Source: an optimization exercise on an open RTL-to-GDS flow (aim: small area, a short achievable clock period and few clock cycles per item). Production flows keep margins and buffers that such runs may drop. Only simulation tests tie the RTL to the original design; equivalence was not proved. Power is estimated from default activity; no workload was simulated.

## design/flow/run.sh

```bash
#!/bin/bash
# synth_recipe.tcl (not shown) runs the flow's synth.tcl, then flattens the netlist and writes it again
# the make line also repeats each setting of config.mk as NAME=value (left out here)
make -C /OpenROAD-flow-scripts/flow DESIGN_CONFIG=/design/flow/config.mk WORK_HOME=/design/flow/orfs CLKGATE_MAP_FILE= SYNTH_SCRIPT=/design/flow/synth_recipe.tcl finish
```

## design/flow/config.mk

```make
export PLATFORM = sky130hd
export DESIGN_NAME = scalar_kalman_filter
export DESIGN_NICKNAME = scalar_kalman_filter
export VERILOG_FILES = /design/flow/design.v
export SDC_FILE = /design/flow/constraint.sdc
export NUM_CORES = 4
export LEC_CHECK = 0
export ABC_AREA = 1
export CAP_MARGIN = 20
export CORE_MARGIN = 2
export CORE_UTILIZATION = 40
export SETUP_SLACK_MARGIN = 0.7
export SLEW_MARGIN = 20
```

## design/flow/constraint.sdc

```tcl
create_clock -name core_clock -period 5.0 [get_ports {clk_i}]
set_input_delay 1.0000 -clock core_clock [delete_from_list [all_inputs] [get_ports {clk_i}]]
set_output_delay 1.0000 -clock core_clock [all_outputs]
set_load 0.01 [all_outputs]
```

## design/flow/design.v

```verilog
package skf_pkg;
  localparam int unsigned SampleW  = 16;
  localparam int unsigned EstW     = 32;
  localparam int unsigned CovW     = 32;
  localparam int unsigned FracW    = 24;
  localparam int unsigned CfgIdxW  = 2;
  localparam int unsigned CfgDataW = 32;
  localparam logic [CfgIdxW-1:0] CFG_PROCESS_NOISE      = 2'd0;
  localparam logic [CfgIdxW-1:0] CFG_MEASUREMENT_NOISE  = 2'd1;
  localparam logic [CfgIdxW-1:0] CFG_INITIAL_COVARIANCE = 2'd2;
  localparam logic [CovW-1:0] ProcessNoiseRst      = 32'd16777;
  localparam logic [CovW-1:0] MeasurementNoiseRst  = 32'd9110028;
  localparam logic [CovW-1:0] InitialCovarianceRst = 32'd335544;
endpackage
module skf_bk32 (
  input  logic [31:0] a,
  input  logic [31:0] b,
  input  logic ci,
  output logic [31:0] s,
  output logic co
);
  logic [31:0] p0, g0;
  assign p0 = a ^ b;
  assign g0 = a & b;
  logic gc0;
  assign gc0 = g0[0] | (p0[0] & ci);
  logic gg1, pp1;
  assign gg1 = g0[1] | (p0[1] & gc0);
  assign pp1 = p0[1] & p0[0];
  logic gg2, pp2;
  assign gg2 = g0[3] | (p0[3] & g0[2]);
  assign pp2 = p0[3] & p0[2];
  logic gg3, pp3;
  assign gg3 = g0[5] | (p0[5] & g0[4]);
  assign pp3 = p0[5] & p0[4];
  logic gg4, pp4;
  assign gg4 = g0[7] | (p0[7] & g0[6]);
  assign pp4 = p0[7] & p0[6];
  logic gg5, pp5;
  assign gg5 = g0[9] | (p0[9] & g0[8]);
  assign pp5 = p0[9] & p0[8];
  logic gg6, pp6;
  assign gg6 = g0[11] | (p0[11] & g0[10]);
  assign pp6 = p0[11] & p0[10];
  logic gg7, pp7;
  assign gg7 = g0[13] | (p0[13] & g0[12]);
  assign pp7 = p0[13] & p0[12];
  logic gg8, pp8;
  assign gg8 = g0[15] | (p0[15] & g0[14]);
  assign pp8 = p0[15] & p0[14];
  logic gg9, pp9;
  assign gg9 = g0[17] | (p0[17] & g0[16]);
  assign pp9 = p0[17] & p0[16];
  logic gg10, pp10;
  assign gg10 = g0[19] | (p0[19] & g0[18]);
  assign pp10 = p0[19] & p0[18];
  logic gg11, pp11;
  assign gg11 = g0[21] | (p0[21] & g0[20]);
  assign pp11 = p0[21] & p0[20];
  logic gg12, pp12;
  assign gg12 = g0[23] | (p0[23] & g0[22]);
  assign pp12 = p0[23] & p0[22];
  logic gg13, pp13;
  assign gg13 = g0[25] | (p0[25] & g0[24]);
  assign pp13 = p0[25] & p0[24];
  logic gg14, pp14;
  assign gg14 = g0[27] | (p0[27] & g0[26]);
  assign pp14 = p0[27] & p0[26];
  logic gg15, pp15;
  assign gg15 = g0[29] | (p0[29] & g0[28]);
  assign pp15 = p0[29] & p0[28];
  logic gg16, pp16;
  assign gg16 = g0[31] | (p0[31] & g0[30]);
  assign pp16 = p0[31] & p0[30];
  logic gg17, pp17;
  assign gg17 = gg2 | (pp2 & gg1);
  assign pp17 = pp2 & pp1;
  logic gg18, pp18;
  assign gg18 = gg4 | (pp4 & gg3);
  assign pp18 = pp4 & pp3;
  logic gg19, pp19;
  assign gg19 = gg6 | (pp6 & gg5);
  assign pp19 = pp6 & pp5;
  logic gg20, pp20;
  assign gg20 = gg8 | (pp8 & gg7);
  assign pp20 = pp8 & pp7;
  logic gg21, pp21;
  assign gg21 = gg10 | (pp10 & gg9);
  assign pp21 = pp10 & pp9;
  logic gg22, pp22;
  assign gg22 = gg12 | (pp12 & gg11);
  assign pp22 = pp12 & pp11;
  logic gg23, pp23;
  assign gg23 = gg14 | (pp14 & gg13);
  assign pp23 = pp14 & pp13;
  logic gg24, pp24;
  assign gg24 = gg16 | (pp16 & gg15);
  assign pp24 = pp16 & pp15;
  logic gg25, pp25;
  assign gg25 = gg18 | (pp18 & gg17);
  assign pp25 = pp18 & pp17;
  logic gg26, pp26;
  assign gg26 = gg20 | (pp20 & gg19);
  assign pp26 = pp20 & pp19;
  logic gg27, pp27;
  assign gg27 = gg22 | (pp22 & gg21);
  assign pp27 = pp22 & pp21;
  logic gg28, pp28;
  assign gg28 = gg24 | (pp24 & gg23);
  assign pp28 = pp24 & pp23;
  logic gg29, pp29;
  assign gg29 = gg26 | (pp26 & gg25);
  assign pp29 = pp26 & pp25;
  logic gg30, pp30;
  assign gg30 = gg28 | (pp28 & gg27);
  assign pp30 = pp28 & pp27;
  logic gg31, pp31;
  assign gg31 = gg30 | (pp30 & gg29);
  assign pp31 = pp30 & pp29;
  logic gg32, pp32;
  assign gg32 = gg27 | (pp27 & gg29);
  assign pp32 = pp27 & pp29;
  logic gg33, pp33;
  assign gg33 = gg19 | (pp19 & gg25);
  assign pp33 = pp19 & pp25;
  logic gg34, pp34;
  assign gg34 = gg21 | (pp21 & gg29);
  assign pp34 = pp21 & pp29;
  logic gg35, pp35;
  assign gg35 = gg23 | (pp23 & gg32);
  assign pp35 = pp23 & pp32;
  logic gg36, pp36;
  assign gg36 = gg3 | (pp3 & gg17);
  assign pp36 = pp3 & pp17;
  logic gg37, pp37;
  assign gg37 = gg5 | (pp5 & gg25);
  assign pp37 = pp5 & pp25;
  logic gg38, pp38;
  assign gg38 = gg7 | (pp7 & gg33);
  assign pp38 = pp7 & pp33;
  logic gg39, pp39;
  assign gg39 = gg9 | (pp9 & gg29);
  assign pp39 = pp9 & pp29;
  logic gg40, pp40;
  assign gg40 = gg11 | (pp11 & gg34);
  assign pp40 = pp11 & pp34;
  logic gg41, pp41;
  assign gg41 = gg13 | (pp13 & gg32);
  assign pp41 = pp13 & pp32;
  logic gg42, pp42;
  assign gg42 = gg15 | (pp15 & gg35);
  assign pp42 = pp15 & pp35;
  logic gg43, pp43;
  assign gg43 = g0[2] | (p0[2] & gg1);
  assign pp43 = p0[2] & pp1;
  logic gg44, pp44;
  assign gg44 = g0[4] | (p0[4] & gg17);
  assign pp44 = p0[4] & pp17;
  logic gg45, pp45;
  assign gg45 = g0[6] | (p0[6] & gg36);
  assign pp45 = p0[6] & pp36;
  logic gg46, pp46;
  assign gg46 = g0[8] | (p0[8] & gg25);
  assign pp46 = p0[8] & pp25;
  logic gg47, pp47;
  assign gg47 = g0[10] | (p0[10] & gg37);
  assign pp47 = p0[10] & pp37;
  logic gg48, pp48;
  assign gg48 = g0[12] | (p0[12] & gg33);
  assign pp48 = p0[12] & pp33;
  logic gg49, pp49;
  assign gg49 = g0[14] | (p0[14] & gg38);
  assign pp49 = p0[14] & pp38;
  logic gg50, pp50;
  assign gg50 = g0[16] | (p0[16] & gg29);
  assign pp50 = p0[16] & pp29;
  logic gg51, pp51;
  assign gg51 = g0[18] | (p0[18] & gg39);
  assign pp51 = p0[18] & pp39;
  logic gg52, pp52;
  assign gg52 = g0[20] | (p0[20] & gg34);
  assign pp52 = p0[20] & pp34;
  logic gg53, pp53;
  assign gg53 = g0[22] | (p0[22] & gg40);
  assign pp53 = p0[22] & pp40;
  logic gg54, pp54;
  assign gg54 = g0[24] | (p0[24] & gg32);
  assign pp54 = p0[24] & pp32;
  logic gg55, pp55;
  assign gg55 = g0[26] | (p0[26] & gg41);
  assign pp55 = p0[26] & pp41;
  logic gg56, pp56;
  assign gg56 = g0[28] | (p0[28] & gg35);
  assign pp56 = p0[28] & pp35;
  logic gg57, pp57;
  assign gg57 = g0[30] | (p0[30] & gg42);
  assign pp57 = p0[30] & pp42;
  logic [32:0] c;
  assign c[0] = ci;
  assign c[1] = gc0;
  assign c[2] = gg1;
  assign c[3] = gg43;
  assign c[4] = gg17;
  assign c[5] = gg44;
  assign c[6] = gg36;
  assign c[7] = gg45;
  assign c[8] = gg25;
  assign c[9] = gg46;
  assign c[10] = gg37;
  assign c[11] = gg47;
  assign c[12] = gg33;
  assign c[13] = gg48;
  assign c[14] = gg38;
  assign c[15] = gg49;
  assign c[16] = gg29;
  assign c[17] = gg50;
  assign c[18] = gg39;
  assign c[19] = gg51;
  assign c[20] = gg34;
  assign c[21] = gg52;
  assign c[22] = gg40;
  assign c[23] = gg53;
  assign c[24] = gg32;
  assign c[25] = gg54;
  assign c[26] = gg41;
  assign c[27] = gg55;
  assign c[28] = gg35;
  assign c[29] = gg56;
  assign c[30] = gg42;
  assign c[31] = gg57;
  assign c[32] = gg31;
  assign s  = p0 ^ c[31:0];
  assign co = c[32];
endmodule
module skf_bk34 (
  input  logic [33:0] a,
  input  logic [33:0] b,
  input  logic ci,
  output logic [33:0] s,
  output logic co
);
  logic [33:0] p0, g0;
  assign p0 = a ^ b;
  assign g0 = a & b;
  logic gc0;
  assign gc0 = g0[0] | (p0[0] & ci);
  logic gg1, pp1;
  assign gg1 = g0[1] | (p0[1] & gc0);
  assign pp1 = p0[1] & p0[0];
  logic gg2, pp2;
  assign gg2 = g0[3] | (p0[3] & g0[2]);
  assign pp2 = p0[3] & p0[2];
  logic gg3, pp3;
  assign gg3 = g0[5] | (p0[5] & g0[4]);
  assign pp3 = p0[5] & p0[4];
  logic gg4, pp4;
  assign gg4 = g0[7] | (p0[7] & g0[6]);
  assign pp4 = p0[7] & p0[6];
  logic gg5, pp5;
  assign gg5 = g0[9] | (p0[9] & g0[8]);
  assign pp5 = p0[9] & p0[8];
  logic gg6, pp6;
  assign gg6 = g0[11] | (p0[11] & g0[10]);
  assign pp6 = p0[11] & p0[10];
  logic gg7, pp7;
  assign gg7 = g0[13] | (p0[13] & g0[12]);
  assign pp7 = p0[13] & p0[12];
  logic gg8, pp8;
  assign gg8 = g0[15] | (p0[15] & g0[14]);
  assign pp8 = p0[15] & p0[14];
  logic gg9, pp9;
  assign gg9 = g0[17] | (p0[17] & g0[16]);
  assign pp9 = p0[17] & p0[16];
  logic gg10, pp10;
  assign gg10 = g0[19] | (p0[19] & g0[18]);
  assign pp10 = p0[19] & p0[18];
  logic gg11, pp11;
  assign gg11 = g0[21] | (p0[21] & g0[20]);
  assign pp11 = p0[21] & p0[20];
  logic gg12, pp12;
  assign gg12 = g0[23] | (p0[23] & g0[22]);
  assign pp12 = p0[23] & p0[22];
  logic gg13, pp13;
  assign gg13 = g0[25] | (p0[25] & g0[24]);
  assign pp13 = p0[25] & p0[24];
  logic gg14, pp14;
  assign gg14 = g0[27] | (p0[27] & g0[26]);
  assign pp14 = p0[27] & p0[26];
  logic gg15, pp15;
  assign gg15 = g0[29] | (p0[29] & g0[28]);
  assign pp15 = p0[29] & p0[28];
  logic gg16, pp16;
  assign gg16 = g0[31] | (p0[31] & g0[30]);
  assign pp16 = p0[31] & p0[30];
  logic gg17, pp17;
  assign gg17 = g0[33] | (p0[33] & g0[32]);
  assign pp17 = p0[33] & p0[32];
  logic gg18, pp18;
  assign gg18 = gg2 | (pp2 & gg1);
  assign pp18 = pp2 & pp1;
  logic gg19, pp19;
  assign gg19 = gg4 | (pp4 & gg3);
  assign pp19 = pp4 & pp3;
  logic gg20, pp20;
  assign gg20 = gg6 | (pp6 & gg5);
  assign pp20 = pp6 & pp5;
  logic gg21, pp21;
  assign gg21 = gg8 | (pp8 & gg7);
  assign pp21 = pp8 & pp7;
  logic gg22, pp22;
  assign gg22 = gg10 | (pp10 & gg9);
  assign pp22 = pp10 & pp9;
  logic gg23, pp23;
  assign gg23 = gg12 | (pp12 & gg11);
  assign pp23 = pp12 & pp11;
  logic gg24, pp24;
  assign gg24 = gg14 | (pp14 & gg13);
  assign pp24 = pp14 & pp13;
  logic gg25, pp25;
  assign gg25 = gg16 | (pp16 & gg15);
  assign pp25 = pp16 & pp15;
  logic gg26, pp26;
  assign gg26 = gg19 | (pp19 & gg18);
  assign pp26 = pp19 & pp18;
  logic gg27, pp27;
  assign gg27 = gg21 | (pp21 & gg20);
  assign pp27 = pp21 & pp20;
  logic gg28, pp28;
  assign gg28 = gg23 | (pp23 & gg22);
  assign pp28 = pp23 & pp22;
  logic gg29, pp29;
  assign gg29 = gg25 | (pp25 & gg24);
  assign pp29 = pp25 & pp24;
  logic gg30, pp30;
  assign gg30 = gg27 | (pp27 & gg26);
  assign pp30 = pp27 & pp26;
  logic gg31, pp31;
  assign gg31 = gg29 | (pp29 & gg28);
  assign pp31 = pp29 & pp28;
  logic gg32, pp32;
  assign gg32 = gg31 | (pp31 & gg30);
  assign pp32 = pp31 & pp30;
  logic gg33, pp33;
  assign gg33 = gg28 | (pp28 & gg30);
  assign pp33 = pp28 & pp30;
  logic gg34, pp34;
  assign gg34 = gg20 | (pp20 & gg26);
  assign pp34 = pp20 & pp26;
  logic gg35, pp35;
  assign gg35 = gg22 | (pp22 & gg30);
  assign pp35 = pp22 & pp30;
  logic gg36, pp36;
  assign gg36 = gg24 | (pp24 & gg33);
  assign pp36 = pp24 & pp33;
  logic gg37, pp37;
  assign gg37 = gg3 | (pp3 & gg18);
  assign pp37 = pp3 & pp18;
  logic gg38, pp38;
  assign gg38 = gg5 | (pp5 & gg26);
  assign pp38 = pp5 & pp26;
  logic gg39, pp39;
  assign gg39 = gg7 | (pp7 & gg34);
  assign pp39 = pp7 & pp34;
  logic gg40, pp40;
  assign gg40 = gg9 | (pp9 & gg30);
  assign pp40 = pp9 & pp30;
  logic gg41, pp41;
  assign gg41 = gg11 | (pp11 & gg35);
  assign pp41 = pp11 & pp35;
  logic gg42, pp42;
  assign gg42 = gg13 | (pp13 & gg33);
  assign pp42 = pp13 & pp33;
  logic gg43, pp43;
  assign gg43 = gg15 | (pp15 & gg36);
  assign pp43 = pp15 & pp36;
  logic gg44, pp44;
  assign gg44 = gg17 | (pp17 & gg32);
  assign pp44 = pp17 & pp32;
  logic gg45, pp45;
  assign gg45 = g0[2] | (p0[2] & gg1);
  assign pp45 = p0[2] & pp1;
  logic gg46, pp46;
  assign gg46 = g0[4] | (p0[4] & gg18);
  assign pp46 = p0[4] & pp18;
  logic gg47, pp47;
  assign gg47 = g0[6] | (p0[6] & gg37);
  assign pp47 = p0[6] & pp37;
  logic gg48, pp48;
  assign gg48 = g0[8] | (p0[8] & gg26);
  assign pp48 = p0[8] & pp26;
  logic gg49, pp49;
  assign gg49 = g0[10] | (p0[10] & gg38);
  assign pp49 = p0[10] & pp38;
  logic gg50, pp50;
  assign gg50 = g0[12] | (p0[12] & gg34);
  assign pp50 = p0[12] & pp34;
  logic gg51, pp51;
  assign gg51 = g0[14] | (p0[14] & gg39);
  assign pp51 = p0[14] & pp39;
  logic gg52, pp52;
  assign gg52 = g0[16] | (p0[16] & gg30);
  assign pp52 = p0[16] & pp30;
  logic gg53, pp53;
  assign gg53 = g0[18] | (p0[18] & gg40);
  assign pp53 = p0[18] & pp40;
  logic gg54, pp54;
  assign gg54 = g0[20] | (p0[20] & gg35);
  assign pp54 = p0[20] & pp35;
  logic gg55, pp55;
  assign gg55 = g0[22] | (p0[22] & gg41);
  assign pp55 = p0[22] & pp41;
  logic gg56, pp56;
  assign gg56 = g0[24] | (p0[24] & gg33);
  assign pp56 = p0[24] & pp33;
  logic gg57, pp57;
  assign gg57 = g0[26] | (p0[26] & gg42);
  assign pp57 = p0[26] & pp42;
  logic gg58, pp58;
  assign gg58 = g0[28] | (p0[28] & gg36);
  assign pp58 = p0[28] & pp36;
  logic gg59, pp59;
  assign gg59 = g0[30] | (p0[30] & gg43);
  assign pp59 = p0[30] & pp43;
  logic gg60, pp60;
  assign gg60 = g0[32] | (p0[32] & gg32);
  assign pp60 = p0[32] & pp32;
  logic [34:0] c;
  assign c[0] = ci;
  assign c[1] = gc0;
  assign c[2] = gg1;
  assign c[3] = gg45;
  assign c[4] = gg18;
  assign c[5] = gg46;
  assign c[6] = gg37;
  assign c[7] = gg47;
  assign c[8] = gg26;
  assign c[9] = gg48;
  assign c[10] = gg38;
  assign c[11] = gg49;
  assign c[12] = gg34;
  assign c[13] = gg50;
  assign c[14] = gg39;
  assign c[15] = gg51;
  assign c[16] = gg30;
  assign c[17] = gg52;
  assign c[18] = gg40;
  assign c[19] = gg53;
  assign c[20] = gg35;
  assign c[21] = gg54;
  assign c[22] = gg41;
  assign c[23] = gg55;
  assign c[24] = gg33;
  assign c[25] = gg56;
  assign c[26] = gg42;
  assign c[27] = gg57;
  assign c[28] = gg36;
  assign c[29] = gg58;
  assign c[30] = gg43;
  assign c[31] = gg59;
  assign c[32] = gg32;
  assign c[33] = gg60;
  assign c[34] = gg44;
  assign s  = p0 ^ c[33:0];
  assign co = c[34];
endmodule
module skf_bk35 (
  input  logic [34:0] a,
  input  logic [34:0] b,
  input  logic ci,
  output logic [34:0] s,
  output logic co
);
  logic [34:0] p0, g0;
  assign p0 = a ^ b;
  assign g0 = a & b;
  logic gc0;
  assign gc0 = g0[0] | (p0[0] & ci);
  logic gg1, pp1;
  assign gg1 = g0[1] | (p0[1] & gc0);
  assign pp1 = p0[1] & p0[0];
  logic gg2, pp2;
  assign gg2 = g0[3] | (p0[3] & g0[2]);
  assign pp2 = p0[3] & p0[2];
  logic gg3, pp3;
  assign gg3 = g0[5] | (p0[5] & g0[4]);
  assign pp3 = p0[5] & p0[4];
  logic gg4, pp4;
  assign gg4 = g0[7] | (p0[7] & g0[6]);
  assign pp4 = p0[7] & p0[6];
  logic gg5, pp5;
  assign gg5 = g0[9] | (p0[9] & g0[8]);
  assign pp5 = p0[9] & p0[8];
  logic gg6, pp6;
  assign gg6 = g0[11] | (p0[11] & g0[10]);
  assign pp6 = p0[11] & p0[10];
  logic gg7, pp7;
  assign gg7 = g0[13] | (p0[13] & g0[12]);
  assign pp7 = p0[13] & p0[12];
  logic gg8, pp8;
  assign gg8 = g0[15] | (p0[15] & g0[14]);
  assign pp8 = p0[15] & p0[14];
  logic gg9, pp9;
  assign gg9 = g0[17] | (p0[17] & g0[16]);
  assign pp9 = p0[17] & p0[16];
  logic gg10, pp10;
  assign gg10 = g0[19] | (p0[19] & g0[18]);
  assign pp10 = p0[19] & p0[18];
  logic gg11, pp11;
  assign gg11 = g0[21] | (p0[21] & g0[20]);
  assign pp11 = p0[21] & p0[20];
  logic gg12, pp12;
  assign gg12 = g0[23] | (p0[23] & g0[22]);
  assign pp12 = p0[23] & p0[22];
  logic gg13, pp13;
  assign gg13 = g0[25] | (p0[25] & g0[24]);
  assign pp13 = p0[25] & p0[24];
  logic gg14, pp14;
  assign gg14 = g0[27] | (p0[27] & g0[26]);
  assign pp14 = p0[27] & p0[26];
  logic gg15, pp15;
  assign gg15 = g0[29] | (p0[29] & g0[28]);
  assign pp15 = p0[29] & p0[28];
  logic gg16, pp16;
  assign gg16 = g0[31] | (p0[31] & g0[30]);
  assign pp16 = p0[31] & p0[30];
  logic gg17, pp17;
  assign gg17 = g0[33] | (p0[33] & g0[32]);
  assign pp17 = p0[33] & p0[32];
  logic gg18, pp18;
  assign gg18 = gg2 | (pp2 & gg1);
  assign pp18 = pp2 & pp1;
  logic gg19, pp19;
  assign gg19 = gg4 | (pp4 & gg3);
  assign pp19 = pp4 & pp3;
  logic gg20, pp20;
  assign gg20 = gg6 | (pp6 & gg5);
  assign pp20 = pp6 & pp5;
  logic gg21, pp21;
  assign gg21 = gg8 | (pp8 & gg7);
  assign pp21 = pp8 & pp7;
  logic gg22, pp22;
  assign gg22 = gg10 | (pp10 & gg9);
  assign pp22 = pp10 & pp9;
  logic gg23, pp23;
  assign gg23 = gg12 | (pp12 & gg11);
  assign pp23 = pp12 & pp11;
  logic gg24, pp24;
  assign gg24 = gg14 | (pp14 & gg13);
  assign pp24 = pp14 & pp13;
  logic gg25, pp25;
  assign gg25 = gg16 | (pp16 & gg15);
  assign pp25 = pp16 & pp15;
  logic gg26, pp26;
  assign gg26 = gg19 | (pp19 & gg18);
  assign pp26 = pp19 & pp18;
  logic gg27, pp27;
  assign gg27 = gg21 | (pp21 & gg20);
  assign pp27 = pp21 & pp20;
  logic gg28, pp28;
  assign gg28 = gg23 | (pp23 & gg22);
  assign pp28 = pp23 & pp22;
  logic gg29, pp29;
  assign gg29 = gg25 | (pp25 & gg24);
  assign pp29 = pp25 & pp24;
  logic gg30, pp30;
  assign gg30 = gg27 | (pp27 & gg26);
  assign pp30 = pp27 & pp26;
  logic gg31, pp31;
  assign gg31 = gg29 | (pp29 & gg28);
  assign pp31 = pp29 & pp28;
  logic gg32, pp32;
  assign gg32 = gg31 | (pp31 & gg30);
  assign pp32 = pp31 & pp30;
  logic gg33, pp33;
  assign gg33 = gg28 | (pp28 & gg30);
  assign pp33 = pp28 & pp30;
  logic gg34, pp34;
  assign gg34 = gg20 | (pp20 & gg26);
  assign pp34 = pp20 & pp26;
  logic gg35, pp35;
  assign gg35 = gg22 | (pp22 & gg30);
  assign pp35 = pp22 & pp30;
  logic gg36, pp36;
  assign gg36 = gg24 | (pp24 & gg33);
  assign pp36 = pp24 & pp33;
  logic gg37, pp37;
  assign gg37 = gg3 | (pp3 & gg18);
  assign pp37 = pp3 & pp18;
  logic gg38, pp38;
  assign gg38 = gg5 | (pp5 & gg26);
  assign pp38 = pp5 & pp26;
  logic gg39, pp39;
  assign gg39 = gg7 | (pp7 & gg34);
  assign pp39 = pp7 & pp34;
  logic gg40, pp40;
  assign gg40 = gg9 | (pp9 & gg30);
  assign pp40 = pp9 & pp30;
  logic gg41, pp41;
  assign gg41 = gg11 | (pp11 & gg35);
  assign pp41 = pp11 & pp35;
  logic gg42, pp42;
  assign gg42 = gg13 | (pp13 & gg33);
  assign pp42 = pp13 & pp33;
  logic gg43, pp43;
  assign gg43 = gg15 | (pp15 & gg36);
  assign pp43 = pp15 & pp36;
  logic gg44, pp44;
  assign gg44 = gg17 | (pp17 & gg32);
  assign pp44 = pp17 & pp32;
  logic gg45, pp45;
  assign gg45 = g0[2] | (p0[2] & gg1);
  assign pp45 = p0[2] & pp1;
  logic gg46, pp46;
  assign gg46 = g0[4] | (p0[4] & gg18);
  assign pp46 = p0[4] & pp18;
  logic gg47, pp47;
  assign gg47 = g0[6] | (p0[6] & gg37);
  assign pp47 = p0[6] & pp37;
  logic gg48, pp48;
  assign gg48 = g0[8] | (p0[8] & gg26);
  assign pp48 = p0[8] & pp26;
  logic gg49, pp49;
  assign gg49 = g0[10] | (p0[10] & gg38);
  assign pp49 = p0[10] & pp38;
  logic gg50, pp50;
  assign gg50 = g0[12] | (p0[12] & gg34);
  assign pp50 = p0[12] & pp34;
  logic gg51, pp51;
  assign gg51 = g0[14] | (p0[14] & gg39);
  assign pp51 = p0[14] & pp39;
  logic gg52, pp52;
  assign gg52 = g0[16] | (p0[16] & gg30);
  assign pp52 = p0[16] & pp30;
  logic gg53, pp53;
  assign gg53 = g0[18] | (p0[18] & gg40);
  assign pp53 = p0[18] & pp40;
  logic gg54, pp54;
  assign gg54 = g0[20] | (p0[20] & gg35);
  assign pp54 = p0[20] & pp35;
  logic gg55, pp55;
  assign gg55 = g0[22] | (p0[22] & gg41);
  assign pp55 = p0[22] & pp41;
  logic gg56, pp56;
  assign gg56 = g0[24] | (p0[24] & gg33);
  assign pp56 = p0[24] & pp33;
  logic gg57, pp57;
  assign gg57 = g0[26] | (p0[26] & gg42);
  assign pp57 = p0[26] & pp42;
  logic gg58, pp58;
  assign gg58 = g0[28] | (p0[28] & gg36);
  assign pp58 = p0[28] & pp36;
  logic gg59, pp59;
  assign gg59 = g0[30] | (p0[30] & gg43);
  assign pp59 = p0[30] & pp43;
  logic gg60, pp60;
  assign gg60 = g0[32] | (p0[32] & gg32);
  assign pp60 = p0[32] & pp32;
  logic gg61, pp61;
  assign gg61 = g0[34] | (p0[34] & gg44);
  assign pp61 = p0[34] & pp44;
  logic [35:0] c;
  assign c[0] = ci;
  assign c[1] = gc0;
  assign c[2] = gg1;
  assign c[3] = gg45;
  assign c[4] = gg18;
  assign c[5] = gg46;
  assign c[6] = gg37;
  assign c[7] = gg47;
  assign c[8] = gg26;
  assign c[9] = gg48;
  assign c[10] = gg38;
  assign c[11] = gg49;
  assign c[12] = gg34;
  assign c[13] = gg50;
  assign c[14] = gg39;
  assign c[15] = gg51;
  assign c[16] = gg30;
  assign c[17] = gg52;
  assign c[18] = gg40;
  assign c[19] = gg53;
  assign c[20] = gg35;
  assign c[21] = gg54;
  assign c[22] = gg41;
  assign c[23] = gg55;
  assign c[24] = gg33;
  assign c[25] = gg56;
  assign c[26] = gg42;
  assign c[27] = gg57;
  assign c[28] = gg36;
  assign c[29] = gg58;
  assign c[30] = gg43;
  assign c[31] = gg59;
  assign c[32] = gg32;
  assign c[33] = gg60;
  assign c[34] = gg44;
  assign c[35] = gg61;
  assign s  = p0 ^ c[34:0];
  assign co = c[35];
endmodule
module skf_bk36 (
  input  logic [35:0] a,
  input  logic [35:0] b,
  input  logic ci,
  output logic [35:0] s,
  output logic co
);
  logic [35:0] p0, g0;
  assign p0 = a ^ b;
  assign g0 = a & b;
  logic gc0;
  assign gc0 = g0[0] | (p0[0] & ci);
  logic gg1, pp1;
  assign gg1 = g0[1] | (p0[1] & gc0);
  assign pp1 = p0[1] & p0[0];
  logic gg2, pp2;
  assign gg2 = g0[3] | (p0[3] & g0[2]);
  assign pp2 = p0[3] & p0[2];
  logic gg3, pp3;
  assign gg3 = g0[5] | (p0[5] & g0[4]);
  assign pp3 = p0[5] & p0[4];
  logic gg4, pp4;
  assign gg4 = g0[7] | (p0[7] & g0[6]);
  assign pp4 = p0[7] & p0[6];
  logic gg5, pp5;
  assign gg5 = g0[9] | (p0[9] & g0[8]);
  assign pp5 = p0[9] & p0[8];
  logic gg6, pp6;
  assign gg6 = g0[11] | (p0[11] & g0[10]);
  assign pp6 = p0[11] & p0[10];
  logic gg7, pp7;
  assign gg7 = g0[13] | (p0[13] & g0[12]);
  assign pp7 = p0[13] & p0[12];
  logic gg8, pp8;
  assign gg8 = g0[15] | (p0[15] & g0[14]);
  assign pp8 = p0[15] & p0[14];
  logic gg9, pp9;
  assign gg9 = g0[17] | (p0[17] & g0[16]);
  assign pp9 = p0[17] & p0[16];
  logic gg10, pp10;
  assign gg10 = g0[19] | (p0[19] & g0[18]);
  assign pp10 = p0[19] & p0[18];
  logic gg11, pp11;
  assign gg11 = g0[21] | (p0[21] & g0[20]);
  assign pp11 = p0[21] & p0[20];
  logic gg12, pp12;
  assign gg12 = g0[23] | (p0[23] & g0[22]);
  assign pp12 = p0[23] & p0[22];
  logic gg13, pp13;
  assign gg13 = g0[25] | (p0[25] & g0[24]);
  assign pp13 = p0[25] & p0[24];
  logic gg14, pp14;
  assign gg14 = g0[27] | (p0[27] & g0[26]);
  assign pp14 = p0[27] & p0[26];
  logic gg15, pp15;
  assign gg15 = g0[29] | (p0[29] & g0[28]);
  assign pp15 = p0[29] & p0[28];
  logic gg16, pp16;
  assign gg16 = g0[31] | (p0[31] & g0[30]);
  assign pp16 = p0[31] & p0[30];
  logic gg17, pp17;
  assign gg17 = g0[33] | (p0[33] & g0[32]);
  assign pp17 = p0[33] & p0[32];
  logic gg18, pp18;
  assign gg18 = g0[35] | (p0[35] & g0[34]);
  assign pp18 = p0[35] & p0[34];
  logic gg19, pp19;
  assign gg19 = gg2 | (pp2 & gg1);
  assign pp19 = pp2 & pp1;
  logic gg20, pp20;
  assign gg20 = gg4 | (pp4 & gg3);
  assign pp20 = pp4 & pp3;
  logic gg21, pp21;
  assign gg21 = gg6 | (pp6 & gg5);
  assign pp21 = pp6 & pp5;
  logic gg22, pp22;
  assign gg22 = gg8 | (pp8 & gg7);
  assign pp22 = pp8 & pp7;
  logic gg23, pp23;
  assign gg23 = gg10 | (pp10 & gg9);
  assign pp23 = pp10 & pp9;
  logic gg24, pp24;
  assign gg24 = gg12 | (pp12 & gg11);
  assign pp24 = pp12 & pp11;
  logic gg25, pp25;
  assign gg25 = gg14 | (pp14 & gg13);
  assign pp25 = pp14 & pp13;
  logic gg26, pp26;
  assign gg26 = gg16 | (pp16 & gg15);
  assign pp26 = pp16 & pp15;
  logic gg27, pp27;
  assign gg27 = gg18 | (pp18 & gg17);
  assign pp27 = pp18 & pp17;
  logic gg28, pp28;
  assign gg28 = gg20 | (pp20 & gg19);
  assign pp28 = pp20 & pp19;
  logic gg29, pp29;
  assign gg29 = gg22 | (pp22 & gg21);
  assign pp29 = pp22 & pp21;
  logic gg30, pp30;
  assign gg30 = gg24 | (pp24 & gg23);
  assign pp30 = pp24 & pp23;
  logic gg31, pp31;
  assign gg31 = gg26 | (pp26 & gg25);
  assign pp31 = pp26 & pp25;
  logic gg32, pp32;
  assign gg32 = gg29 | (pp29 & gg28);
  assign pp32 = pp29 & pp28;
  logic gg33, pp33;
  assign gg33 = gg31 | (pp31 & gg30);
  assign pp33 = pp31 & pp30;
  logic gg34, pp34;
  assign gg34 = gg33 | (pp33 & gg32);
  assign pp34 = pp33 & pp32;
  logic gg35, pp35;
  assign gg35 = gg30 | (pp30 & gg32);
  assign pp35 = pp30 & pp32;
  logic gg36, pp36;
  assign gg36 = gg21 | (pp21 & gg28);
  assign pp36 = pp21 & pp28;
  logic gg37, pp37;
  assign gg37 = gg23 | (pp23 & gg32);
  assign pp37 = pp23 & pp32;
  logic gg38, pp38;
  assign gg38 = gg25 | (pp25 & gg35);
  assign pp38 = pp25 & pp35;
  logic gg39, pp39;
  assign gg39 = gg27 | (pp27 & gg34);
  assign pp39 = pp27 & pp34;
  logic gg40, pp40;
  assign gg40 = gg3 | (pp3 & gg19);
  assign pp40 = pp3 & pp19;
  logic gg41, pp41;
  assign gg41 = gg5 | (pp5 & gg28);
  assign pp41 = pp5 & pp28;
  logic gg42, pp42;
  assign gg42 = gg7 | (pp7 & gg36);
  assign pp42 = pp7 & pp36;
  logic gg43, pp43;
  assign gg43 = gg9 | (pp9 & gg32);
  assign pp43 = pp9 & pp32;
  logic gg44, pp44;
  assign gg44 = gg11 | (pp11 & gg37);
  assign pp44 = pp11 & pp37;
  logic gg45, pp45;
  assign gg45 = gg13 | (pp13 & gg35);
  assign pp45 = pp13 & pp35;
  logic gg46, pp46;
  assign gg46 = gg15 | (pp15 & gg38);
  assign pp46 = pp15 & pp38;
  logic gg47, pp47;
  assign gg47 = gg17 | (pp17 & gg34);
  assign pp47 = pp17 & pp34;
  logic gg48, pp48;
  assign gg48 = g0[2] | (p0[2] & gg1);
  assign pp48 = p0[2] & pp1;
  logic gg49, pp49;
  assign gg49 = g0[4] | (p0[4] & gg19);
  assign pp49 = p0[4] & pp19;
  logic gg50, pp50;
  assign gg50 = g0[6] | (p0[6] & gg40);
  assign pp50 = p0[6] & pp40;
  logic gg51, pp51;
  assign gg51 = g0[8] | (p0[8] & gg28);
  assign pp51 = p0[8] & pp28;
  logic gg52, pp52;
  assign gg52 = g0[10] | (p0[10] & gg41);
  assign pp52 = p0[10] & pp41;
  logic gg53, pp53;
  assign gg53 = g0[12] | (p0[12] & gg36);
  assign pp53 = p0[12] & pp36;
  logic gg54, pp54;
  assign gg54 = g0[14] | (p0[14] & gg42);
  assign pp54 = p0[14] & pp42;
  logic gg55, pp55;
  assign gg55 = g0[16] | (p0[16] & gg32);
  assign pp55 = p0[16] & pp32;
  logic gg56, pp56;
  assign gg56 = g0[18] | (p0[18] & gg43);
  assign pp56 = p0[18] & pp43;
  logic gg57, pp57;
  assign gg57 = g0[20] | (p0[20] & gg37);
  assign pp57 = p0[20] & pp37;
  logic gg58, pp58;
  assign gg58 = g0[22] | (p0[22] & gg44);
  assign pp58 = p0[22] & pp44;
  logic gg59, pp59;
  assign gg59 = g0[24] | (p0[24] & gg35);
  assign pp59 = p0[24] & pp35;
  logic gg60, pp60;
  assign gg60 = g0[26] | (p0[26] & gg45);
  assign pp60 = p0[26] & pp45;
  logic gg61, pp61;
  assign gg61 = g0[28] | (p0[28] & gg38);
  assign pp61 = p0[28] & pp38;
  logic gg62, pp62;
  assign gg62 = g0[30] | (p0[30] & gg46);
  assign pp62 = p0[30] & pp46;
  logic gg63, pp63;
  assign gg63 = g0[32] | (p0[32] & gg34);
  assign pp63 = p0[32] & pp34;
  logic gg64, pp64;
  assign gg64 = g0[34] | (p0[34] & gg47);
  assign pp64 = p0[34] & pp47;
  logic [36:0] c;
  assign c[0] = ci;
  assign c[1] = gc0;
  assign c[2] = gg1;
  assign c[3] = gg48;
  assign c[4] = gg19;
  assign c[5] = gg49;
  assign c[6] = gg40;
  assign c[7] = gg50;
  assign c[8] = gg28;
  assign c[9] = gg51;
  assign c[10] = gg41;
  assign c[11] = gg52;
  assign c[12] = gg36;
  assign c[13] = gg53;
  assign c[14] = gg42;
  assign c[15] = gg54;
  assign c[16] = gg32;
  assign c[17] = gg55;
  assign c[18] = gg43;
  assign c[19] = gg56;
  assign c[20] = gg37;
  assign c[21] = gg57;
  assign c[22] = gg44;
  assign c[23] = gg58;
  assign c[24] = gg35;
  assign c[25] = gg59;
  assign c[26] = gg45;
  assign c[27] = gg60;
  assign c[28] = gg38;
  assign c[29] = gg61;
  assign c[30] = gg46;
  assign c[31] = gg62;
  assign c[32] = gg34;
  assign c[33] = gg63;
  assign c[34] = gg47;
  assign c[35] = gg64;
  assign c[36] = gg39;
  assign s  = p0 ^ c[35:0];
  assign co = c[36];
endmodule
module scalar_kalman_filter (
  input  logic                          clk_i,
  input  logic                          rst_ni,
  input  logic                          sample_valid_i,
  output logic                          sample_ready_o,
  input  logic [skf_pkg::SampleW-1:0]   sample_i,
  output logic                          estimate_valid_o,
  input  logic                          estimate_ready_i,
  output logic [skf_pkg::EstW-1:0]      estimate_o,
  input  logic                          cfg_valid_i,
  output logic                          cfg_ready_o,
  input  logic [skf_pkg::CfgIdxW-1:0]   cfg_index_i,
  input  logic [skf_pkg::CfgDataW-1:0]  cfg_data_i
);
  logic [31:0] q_q, r_q, p_q;
  logic [31:0] x_q;
  logic        out_valid_q;
  logic        bvalid_q;
  logic [15:0] b_q;
  localparam int S_IDLE = 0, S_DEN = 1, S_DIV = 2, S_ACC = 3, S_FIN = 4;
  logic [4:0]  pst_q;
  logic [3:0]  pcnt_q;
  logic [31:0] pp_q, den_q, rem_q;
  logic [24:0] qr_q;
  logic [34:0] a_q;        
  logic [20:0] us_q, uc_q;  
  logic        zero_q;
  logic        qvalid_q;    
  logic        conv_q;      
  logic        chk_q;       
  localparam logic [1:0] X_IDLE = 2'd0, X_MUL = 2'd1, X_FIN = 2'd2;
  logic [1:0]  xst_q;
  logic        xstep_q;     
  logic [32:0] d_q;
  logic [20:0] bsel_q;      
  logic        xfin_q;      
  logic [37:0] as_q, ac_q;  
  logic [11:0] ls_q, lc_q;  
  logic        cy_q;        
  logic [33:0] alu_a, alu_b, alu_s;
  logic [31:0] alu_sat;
  logic        alu_ci;
  logic [33:0] f_a, f_b, f_c, f_s, f_c2;
  assign f_a  = {2'b00, pp_q};
  assign f_b  = ~{2'b00, us_q, a_q[34:24]};
  assign f_c  = ~{2'b00, uc_q, 11'd0};
  assign f_s  = f_a ^ f_b ^ f_c;
  assign f_c2 = {((f_a[32:0] & f_b[32:0]) | (f_a[32:0] & f_c[32:0]) | (f_b[32:0] & f_c[32:0])), 1'b1};
  assign alu_a  = ({34{pst_q[S_IDLE]}} & {2'b00, p_q}) |
                  ({34{pst_q[S_DEN]}}  & {2'b00, pp_q}) |
                  ({34{pst_q[S_FIN]}}  & f_s);
  assign alu_b  = ({34{pst_q[S_IDLE]}} & {2'b00, q_q}) |
                  ({34{pst_q[S_DEN]}}  & {2'b00, r_q}) |
                  ({34{pst_q[S_FIN]}}  & f_c2);
  assign alu_ci = pst_q[S_FIN] & (a_q[23:0] == 24'd0);
  skf_bk34 u_palu (.a(alu_a), .b(alu_b), .ci(alu_ci), .s(alu_s), .co());
  assign alu_sat = alu_s[32] ? 32'hFFFF_FFFF : alu_s[31:0];
  logic int_bit, zero_n;
  assign zero_n  = (pp_q == 32'd0) && (r_q == 32'd0);
  assign int_bit = ((r_q == 32'd0) || (pp_q == 32'hFFFF_FFFF)) && !zero_n;
  function automatic logic [5:0] lzc32(input logic [31:0] x);
    logic [15:0] v1, c1;
    logic [7:0]  v2;
    logic [15:0] c2;
    logic [3:0]  v3;
    logic [11:0] c3;
    logic [1:0]  v4;
    logic [7:0]  c4;
    for (int g = 0; g < 16; g++) begin
      v1[g] = x[2*g+1] | x[2*g];
      c1[g] = !x[2*g+1];
    end
    for (int g = 0; g < 8; g++) begin
      v2[g] = v1[2*g+1] | v1[2*g];
      c2[2*g+:2] = v1[2*g+1] ? {1'b0, c1[2*g+1]} : {1'b1, c1[2*g]};
    end
    for (int g = 0; g < 4; g++) begin
      v3[g] = v2[2*g+1] | v2[2*g];
      c3[3*g+:3] = v2[2*g+1] ? {1'b0, c2[2*(2*g+1)+:2]} : {1'b1, c2[2*(2*g)+:2]};
    end
    for (int g = 0; g < 2; g++) begin
      v4[g] = v3[2*g+1] | v3[2*g];
      c4[4*g+:4] = v3[2*g+1] ? {1'b0, c3[3*(2*g+1)+:3]} : {1'b1, c3[3*(2*g)+:3]};
    end
    if (!(v4[1] | v4[0])) lzc32 = 6'd32;
    else                  lzc32 = v4[1] ? {2'b00, c4[7:4]} : {2'b01, c4[3:0]};
  endfunction
  logic [5:0]  lz_pq, lzpp_q, lzr_q;
  logic [6:0]  lz_t;
  logic [3:0]  skip;
  logic [31:0] pp_sh, pp_sh8;
  assign lz_pq = lzc32(p_q | q_q);
  assign lz_t  = {1'b0, lzpp_q} - {1'b0, lzr_q} - 7'd1;
  always_comb begin
    if (lz_t[6])             skip = 4'd0;
    else if (lz_t[5:1] > 11) skip = 4'd11;
    else                     skip = lz_t[4:1];
  end
  always_comb begin
    unique case (skip[3:2])
      2'd0:    pp_sh8 = pp_q;
      2'd1:    pp_sh8 = {pp_q[23:0], 8'd0};
      default: pp_sh8 = {pp_q[15:0], 16'd0};
    endcase
    unique case (skip[1:0])
      2'd0: pp_sh = pp_sh8;
      2'd1: pp_sh = {pp_sh8[29:0], 2'd0};
      2'd2: pp_sh = {pp_sh8[27:0], 4'd0};
      2'd3: pp_sh = {pp_sh8[25:0], 6'd0};
    endcase
  end
  logic peq, start;
  assign peq   = chk_q && (den_q == p_q);
  assign start = pst_q[S_IDLE] && bvalid_q && !qvalid_q && !conv_q && !peq;
  logic [33:0] rem4;
  logic [34:0] s1, s2, s3, t_x, t_y, t_z, t_s, t_c;
  logic [35:0] t_sum;
  logic [1:0]  qd;
  logic [31:0] rem_n;
  assign rem4  = {rem_q, 2'b00};
  skf_bk35 u_s1 (.a({1'b0, rem4}), .b(~{3'b000, den_q}), .ci(1'b1), .s(s1), .co());
  skf_bk35 u_s2 (.a({1'b0, rem4}), .b(~{2'b00, den_q, 1'b0}), .ci(1'b1), .s(s2), .co());
  assign t_x   = {1'b0, rem4};
  assign t_y   = ~{2'b00, den_q, 1'b0};
  assign t_z   = ~{3'b000, den_q};
  assign t_s   = t_x ^ t_y ^ t_z;
  assign t_c   = (t_x & t_y) | (t_x & t_z) | (t_y & t_z);
  skf_bk36 u_s3 (.a({t_s, 1'b1}), .b({t_c[33:0], 2'b11}), .ci(1'b0), .s(t_sum), .co());
  assign s3    = t_sum[35:1];
  always_comb begin
    if (zero_q)        begin qd = 2'd0; rem_n = rem4[31:0]; end
    else if (!s3[34])  begin qd = 2'd3; rem_n = s3[31:0];   end
    else if (!s2[34])  begin qd = 2'd2; rem_n = s2[31:0];   end
    else if (!s1[34])  begin qd = 2'd1; rem_n = s1[31:0];   end
    else               begin qd = 2'd0; rem_n = rem4[31:0]; end
  end
  logic [34:0] ax, ay, az, as_, ac;
  logic [35:0] alo;
  assign ax  = {a_q[32:0], 2'b00};
  assign ay  = qr_q[1] ? {2'b00, pp_q, 1'b0} : 35'd0;
  assign az  = qr_q[0] ? {3'b000, pp_q} : 35'd0;
  assign as_ = ax ^ ay ^ az;
  assign ac  = (ax & ay) | (ax & az) | (ay & az);
  skf_bk36 u_alo (.a({1'b0, as_}), .b({ac, 1'b0}), .ci(1'b0), .s(alo), .co());
  logic        kready, fin_ok, dload;
  logic [32:0] r_s, r_c;
  logic        r_cy;
  logic [32:0] dl_a, dl_b, dl_c, dl_d, dl_s1, dl_c1, dl_s2, dl_c2;
  logic [33:0] dl_sum;
  logic [31:0] xa_s, xa_c;
  logic [31:0] x_n;
  assign kready = qvalid_q || conv_q;
  assign fin_ok = !out_valid_q || estimate_ready_i;
  assign dload  = bvalid_q && kready &&
                  ((xst_q == X_IDLE) || (xfin_q && fin_ok));
  logic [12:0] lowsum0;
  assign lowsum0 = {1'b0, ls_q} + {1'b0, lc_q};
  assign r_s  = xfin_q ? as_q[32:0] : 33'd0;
  assign r_c  = xfin_q ? ac_q[32:0] : 33'd0;
  assign r_cy = xfin_q & cy_q;
  assign dl_a  = {b_q[15], b_q, 16'h0000};
  assign dl_b  = ~{x_q[31], x_q};
  assign dl_c  = ~r_s;
  assign dl_d  = ~r_c;
  assign dl_s1 = dl_a ^ dl_b ^ dl_c;
  assign dl_c1 = {((dl_a[31:0] & dl_b[31:0]) | (dl_a[31:0] & dl_c[31:0]) | (dl_b[31:0] & dl_c[31:0])), 1'b1};
  assign dl_s2 = dl_s1 ^ dl_c1 ^ dl_d;
  assign dl_c2 = {((dl_s1[31:0] & dl_c1[31:0]) | (dl_s1[31:0] & dl_d[31:0]) | (dl_c1[31:0] & dl_d[31:0])), 1'b1};
  skf_bk34 u_dadd (.a({1'b0, dl_s2}), .b({1'b0, dl_c2}), .ci(!r_cy), .s(dl_sum), .co());
  assign xa_s = x_q ^ as_q[31:0] ^ ac_q[31:0];
  assign xa_c = {((x_q[30:0] & as_q[30:0]) | (x_q[30:0] & ac_q[30:0]) | (as_q[30:0] & ac_q[30:0])), 1'b0};
  skf_bk32 u_xadd (.a(xa_s), .b(xa_c), .ci(cy_q), .s(x_n), .co());
  function automatic logic [20:0] booth7(input logic [13:0] k, input logic km1);
    logic [14:0] kk;
    kk = {k, km1};
    for (int i = 0; i < 7; i++) begin
      booth7[3*i+2] = kk[2*i+2] && !(kk[2*i+1] && kk[2*i]);
      booth7[3*i+1] = (kk[2*i+2] && !kk[2*i+1] && !kk[2*i]) ||
                      (!kk[2*i+2] && kk[2*i+1] && kk[2*i]);
      booth7[3*i]   = kk[2*i+1] ^ kk[2*i];
    end
  endfunction
  logic [20:0] bsel_lo, bsel_hi;
  always_comb begin
    bsel_lo = booth7({2'b00, qr_q[11:0]}, 1'b0);
    bsel_lo[20:18] = 3'b000;
    bsel_hi = booth7({1'b0, qr_q[24:12]}, qr_q[11]);
  end
  localparam int MW = 50;
  logic [MW-1:0] dw, pp [7];
  logic [6:0]    pneg;
  logic [MW-1:0] m_as, m_ac;
  logic [MW-1:0] l1as, l1ac, l1bs, l1bc, l1cs, l1cc, l2as, l2ac, l2bs, l2bc;
  logic [MW-1:0] l3s, l3c, vs, vc;
  logic [12:0]   lowsum1;
  function automatic logic [MW-1:0] csa_s(input logic [MW-1:0] a, b, c);
    csa_s = a ^ b ^ c;
  endfunction
  function automatic logic [MW-1:0] csa_c(input logic [MW-1:0] a, b, c, input logic cin);
    csa_c = {((a[MW-2:0] & b[MW-2:0]) | (a[MW-2:0] & c[MW-2:0]) | (b[MW-2:0] & c[MW-2:0])), cin};
  endfunction
  always_comb begin
    dw = {{(MW-33){d_q[32]}}, d_q};
    for (int i = 0; i < 7; i++) begin
      logic [MW-1:0] m;
      m = ({MW{bsel_q[3*i]}} & dw) | ({MW{bsel_q[3*i+1]}} & {dw[MW-2:0], 1'b0});
      m = m ^ {MW{bsel_q[3*i+2]}};
      pneg[i] = bsel_q[3*i+2];
      pp[i] = (m << (2*i)) | ({MW{pneg[i]}} & ((MW'(1) << (2*i)) - MW'(1)));
    end
    m_as = xstep_q ? {{(MW-38){as_q[37]}}, as_q} : '0;
    m_ac = xstep_q ? {{(MW-38){ac_q[37]}}, ac_q} : '0;
    l1as = csa_s(m_as, m_ac, pp[0]);   l1ac = csa_c(m_as, m_ac, pp[0], pneg[0]);
    l1bs = csa_s(pp[1], pp[2], pp[3]); l1bc = csa_c(pp[1], pp[2], pp[3], pneg[1]);
    l1cs = csa_s(pp[4], pp[5], pp[6]); l1cc = csa_c(pp[4], pp[5], pp[6], pneg[2]);
    l2as = csa_s(l1as, l1ac, l1bs);    l2ac = csa_c(l1as, l1ac, l1bs, pneg[3]);
    l2bs = csa_s(l1bc, l1cs, l1cc);    l2bc = csa_c(l1bc, l1cs, l1cc, pneg[4]);
    l3s  = csa_s(l2as, l2ac, l2bs);    l3c  = csa_c(l2as, l2ac, l2bs, pneg[5]);
    vs   = csa_s(l3s, l3c, l2bc);      vc   = csa_c(l3s, l3c, l2bc, pneg[6]);
    lowsum1 = {1'b0, vs[11:0]} + {1'b0, vc[11:0]} + {12'd0, xstep_q & lowsum0[12]};
  end
  always_ff @(posedge clk_i or negedge rst_ni) begin
    if (!rst_ni) begin
      q_q         <= skf_pkg::ProcessNoiseRst;
      r_q         <= skf_pkg::MeasurementNoiseRst;
      p_q         <= skf_pkg::InitialCovarianceRst;
      x_q         <= '0;
      out_valid_q <= 1'b0;
      bvalid_q    <= 1'b0;
      pst_q       <= 5'b00001;
      pcnt_q      <= '0;
      qvalid_q    <= 1'b0;
      conv_q      <= 1'b0;
      chk_q       <= 1'b0;
      xst_q       <= X_IDLE;
      xfin_q      <= 1'b0;
      xstep_q     <= 1'b0;
    end else begin
      if (sample_valid_i && !bvalid_q) bvalid_q <= 1'b1;
      else if (dload)                  bvalid_q <= 1'b0;
      chk_q <= pst_q[S_FIN];
      if (peq) conv_q <= 1'b1;
      if (start) pst_q <= 5'b00010;
      if (pst_q[S_DEN]) begin
        pst_q  <= 5'b00100;
        pcnt_q <= skip;
      end
      if (pst_q[S_DIV]) begin
        pcnt_q <= pcnt_q + 4'd1;
        if (pcnt_q == 4'd11) begin
          pst_q    <= 5'b01000;
          qvalid_q <= 1'b1;
        end
      end
      if (pst_q[S_ACC]) pst_q <= 5'b10000;
      if (pst_q[S_FIN]) begin
        pst_q <= 5'b00001;
        p_q   <= alu_s[31:0];
      end
      if (dload && !(pst_q[S_DIV] && pcnt_q == 4'd11)) qvalid_q <= 1'b0;
      unique case (xst_q)
        X_IDLE: if (dload) begin xst_q <= X_MUL; xstep_q <= 1'b0; end
        X_MUL: begin
          xstep_q <= 1'b1;
          if (xstep_q) begin
            xst_q  <= X_FIN;
            xfin_q <= 1'b1;
          end
        end
        X_FIN: if (fin_ok) begin
          xfin_q  <= 1'b0;
          x_q     <= x_n;
          xst_q   <= dload ? X_MUL : X_IDLE;
          xstep_q <= 1'b0;
        end
        default: xst_q <= X_IDLE;
      endcase
      if (xst_q == X_FIN && fin_ok) out_valid_q <= 1'b1;
      else if (estimate_ready_i)     out_valid_q <= 1'b0;
      if (cfg_valid_i) begin
        unique case (cfg_index_i)
          skf_pkg::CFG_PROCESS_NOISE:      q_q <= cfg_data_i;
          skf_pkg::CFG_MEASUREMENT_NOISE:  r_q <= cfg_data_i;
          skf_pkg::CFG_INITIAL_COVARIANCE: p_q <= cfg_data_i;
          default: ;
        endcase
        if (cfg_index_i != 2'd3) begin
          conv_q   <= 1'b0;
          qvalid_q <= 1'b0;
        end
      end
    end
  end
  always_ff @(posedge clk_i) begin
    if (pst_q[S_IDLE]) begin
      lzpp_q <= (lz_pq == 6'd0) ? 6'd0 : lz_pq - 6'd1;
      lzr_q  <= lzc32(r_q);
    end
    if (sample_valid_i && !bvalid_q) b_q <= sample_i;
    if (pst_q[S_IDLE]) pp_q <= alu_sat;
    if (pst_q[S_DEN]) begin
      den_q  <= alu_sat;
      zero_q <= zero_n;
    end else if (pst_q[S_FIN]) begin
      den_q  <= p_q;
    end
    rem_q <= pst_q[S_DEN] ? (int_bit ? 32'd0 : pp_sh) : rem_n;
    if (pst_q[S_DEN])      qr_q <= {24'd0, int_bit};
    else if (pst_q[S_DIV]) qr_q <= {qr_q[22:0], qd};
    if (pst_q[S_DEN]) begin
      a_q  <= '0;
      us_q <= '0;
      uc_q <= '0;
    end else begin
      a_q  <= alo[34:0];
      us_q <= {us_q[18:0], a_q[34:33]};
      uc_q <= {uc_q[18:0], 1'b0, alo[35]};
    end
    if (dload) begin
      d_q    <= dl_sum[32:0];
      bsel_q <= bsel_lo;
    end else begin
      bsel_q <= bsel_hi;
    end
    if (xst_q == X_MUL) begin
      as_q <= vs[49:12];
      ac_q <= vc[49:12];
      ls_q <= vs[11:0];
      lc_q <= vc[11:0];
      cy_q <= lowsum1[12];
    end
  end
  assign sample_ready_o   = !bvalid_q;
  assign cfg_ready_o      = 1'b1;
  assign estimate_valid_o = out_valid_q;
  assign estimate_o       = x_q;
endmodule
```

==> metrics.yaml <==
run:
  maxCapViolations: 0
sta:
  layout_min_cycle_time_ps: 4302
  setup_viol: 0
  fmax_mhz: 232.4
  skew_ps: 39.58
  whs_ps: 326.6
  hold_viol_final: 0
  slew_headroom_pct: 35.02
  timing.final.crit_share_pct: 86.04
  slew_viol_final: 0
  rsz0062_at_grt: "true"
  worstMarginPinSlew_ps: 973.7
  fin_tns_setup_ps: 0
synth:
  synth_seq_cells: 512
  synth_fa_ha_area_share_pct: 30.22
  synth.cell_area_um2: 49000
  synthSimpleGateAreaFrac_pct: 15.88
  async_flop_share_pct: 28.52
  synth_edf_count: 223
  synth_ff_type: "edfxtp_1"
  synth_cell_types: 66
  synth_compound_area_share_pct: 10.62
  synthCells: 5747
  ys_top_cells_by_area: "fa_1, edfxtp_1, nand2_1"
  yosys.area.top_type: "fa_1"
  synth_mux_area_share_pct: 0
  synth_xor_area_share_pct: 5.916
  yosys_warnings: 2
  synth_nets: 6655
  synth_top_family_by_area: "adder cells"
  syn_area_per_cell_um2: 8.527
  synthDominantCellAreaShare_pct: 22.51
  synth-seq-area-share_pct: 27.02
worst_setup_path:
  r2r-start: "d_q[1]"
  cp_slowest_cell: "fa_1"
  reg2regPathDepth: 15
  critical_path.max_fanout: 5
  path_class: "reg2reg"
  cp_cell_sequence: "buf_4 -> clkinvlp_2 -> o22ai_1 -> xor2_1 -> fa_1 -> inv_1 -> fa_1 -> fa_1 -> inv_1 -> fa_1 -> ha_1 -> nand4_1 -> nor3_1 -> nand2_1 -> nand3_1"
  path_common_cell: "fa_1"
  start_kind: "flop"
  critPathArrivalTime_ps: 4820
  r2r_slack_ps: 700
  r2r-end: "cy_q"
  required_ps: 5520
  end_kind: "flop"
  slowest_delay_ps: 600
routing:
  finalWirelength_um: 143900
  viasPerCell: 5.279
  drt-initial-drc-count: 3221
  wl_per_cell_um: 19.27
  vias: 39417
  first_pass_iters: 5
  antenna_left: 0
  drc: 0
outcome:
  status: "timing/DRC/antenna clean"
cells_and_area:
  drive_gt1_share_pct: 7.259
  nets: 6695
  fillCellCount: 11902
  final_cells: 7467
  area_delta_synth_final_pct: 11.86
cts:
  cts_tree: "done"
  cts_max_path_buffers: 3
  cts_root_buf: "clkbuf_16"
  clk_latency_ps: 680
  clk_pin_slew_ps: 60
  cts_buffers: 68
  htreeDepth: 3
  cts-hold-fix-buffers: 0
  cts_sinks: 512
die:
  fp.dieArea_um2: 125300
  rows: 128
  start_util_pct: 40.26
  core_um2: 121700
  io_pins: 90
  die_h_um: 354.0
  die_x_um: 354.0
placed_design:
  post-place-cells: 7283
  place.gp.congestion: 0.9229
  dpl.hpwl_um: 109600
  portBuffers: 88
pwr:
  totalPowerFinal_mw: 31.16
  powerDensity_nw_per_um2: 568.5
  irDropWorstVdd_mv: 0.7101
  leakagePower_nw: 26.42
global_routing:
  antenna_found_initial: 2
  grt_use_total_pct: 22.80
  grt_pass1_wl_um: 224900
  grt_pass1_vias: 39700
  grt_max_degree: 109
  overflow: 0
min_path:
  min_path_type: "in2async"
==> sequential cells by signal, summed over array words and instances, names as in the netlist, 2 cells and up <==
name    cells
rem_q      32
p_q        32
lc_q       11
ls_q       11
pcnt_q      4
lzr_q       6
us_q       21
d_q        33
ac_q       37
as_q       36
pp_q       32
den_q      32
b_q        16
qr_q       25
q_q        32
uc_q       11
xst_q       2
bsel_q     20
lzpp_q      6
pst_q       5
r_q        32
x_q        32
a_q        35
==> area by class of cell <==
class | instances | area, um^2 | share of cell area, %
antenna | 1 | 2.502 | 0.004565
tap | 1625 | 2033 | 3.709
sequential | 512 | 13270 | 24.20
timing repair inverter | 2 | 12.51 | 0.02283
inverter | 1061 | 4039 | 7.369
multi-input combinational | 3923 | 31000 | 56.56
timing repair buffer | 219 | 2146 | 3.915
clock buffer | 92 | 1919 | 3.502
clock inverter | 32 | 390.4 | 0.7122
==> stage by stage <==
stage	util, %	cell area (um^2)	setup slack (ps)
floorplan	-	49010	707.4
global placement	42.32	51510	630.2
detailed placement	42.32	51510	535.9
CTS	44.28	53890	622.9
global route	45.03	54810	625.9
finish	45.03	54810	698.0
==> cells in the mapped netlist (54+ instances only) <==
cell type / n
o221ai_1: 54
nand2_1: 1206
xor2_1: 281
fa_1: 551
edfxtp_1: 223
dfrtp_1: 123
o21ai_0: 255
dfxtp_1: 143
nor2_1: 294
ha_1: 302
nand4_1: 67
clkbuf_1: 183
inv_1: 1046
nand3_1: 221
o22ai_1: 251
a21oi_1: 177
==> worst max path at each step <==
| stage | endpoint | start | slack (ps) | cells after the start |
|---|---|---|---|---|
| 4_1_cts | cy_q | bsel_q[0] | 620 | 15 |
| 6_report | cy_q | d_q[1] | 700 | 15 |
| 3_5_place_dp | cy_q | bsel_q[0] | 540 | 15 |
| 5_1_grt | cy_q | d_q[1] | 630 | 18 |
| 3_3_place_gp | cy_q | bsel_q[0] | 630 | 15 |
| 2_1_floorplan | cy_q | bsel_q[11] | 710 | 14 |
==> layer usage <==
metal | routed length [um] | track usage (%) | vias to the layer above | part of all wire, %
li1 | - | - | 18468 | -
met1 | 60460 | 29.38 | 19355 | 42
met5 | 27 | 0 | - | 0.019
met4 | 6199 | 9.373 | 4 | 4.3
met3 | 8833 | 3.892 | 313 | 6.1
met2 | 68390 | 37.98 | 1277 | 48
==> report_power, final <==
group	internal (mW)	switching, mW	total, mW	leakage (nW)
Clock	2.99	2.11	5.10	1.12
Sequential	6.50	0.844	7.35	4.97
Combinational	7.80	10.9	18.7	20.3
Total	17.3	13.9	31.2	26.4
==> worst max-delay path: cells and delay by family (launching register included) <==
| family | cells | cell delay [ps] |
|---|---|---|
| adder cells (fa/ha/maj) | 5 | 2440 |
| XOR/XNOR | 1 | 120 |
| flip-flops | 1 | 390 |
| AND/OR/NAND/NOR | 4 | 460 |
| AO/OA/AOI/OAI | 1 | 300 |
| buffers and inverters | 4 | 480 |
==> cell families (layout without fill, tap and decap cells) <==
group | after synthesis | after routing
simple gates | 1867 | 1867
buf+inv | 1312 | 1406
compound gates | 871 | 871
fa+ha+maj | 853 | 853
flops | 512 | 512
xor+xnor | 331 | 331
other cells | 1 | 2
==> layout by cell type, fill, tap and decap left out, drive strengths merged, types with 18 or more instances in the layout <==
cell           count
clkbuf            94
buf              130
dfxtp            143
o22ai            251
nor2             301
xor2             281
clkinv            26
xnor2             50
edfxtp           223
a21oi            179
clkinvlp          19
nand3            237
clkdlybuf4s50     87
nand4             67
nand2           1219
dfrtp            123
a31oi             22
o211ai            18
fa               551
ha               302
o221ai            54
inv             1045
o21ai            276
dfstp             23
==> repair_timing <==
action / CTS / global route
setup buffers: 3 / 51
pin swaps: 0 / 21
resized for setup: 8 / 112
gates cloned: 0 / 4
endpoints found under the setup margin: 11 / 99
Testbench counts, summed over its fixed seeds: cycles 35,294, items 4,800.

re-timing with driven ports:
The flow's constraints put no driver on any port. The routed layout listed below was extracted and timed again, unchanged, in two steps. Step 1 assumes that a clkbuf_16 drives the clock port and a buf_2 every other input. Step 2 also shifts input and output timing later by t, the mid clock arrival at the registers, as if the neighbouring blocks saw the same clock. Three values: no drivers, after step 1, after step 2; two values: the first two.
shift t [ns]: 0.728
setup WS [ns]: 0.698 / 0.698 / 0.698
pins driven straight from the clock port: 1
After both steps setup and hold are still met in this run. For this run, drivers alone change the setup slack by 0.000 ns; drivers and shift together by 0.000 ns.
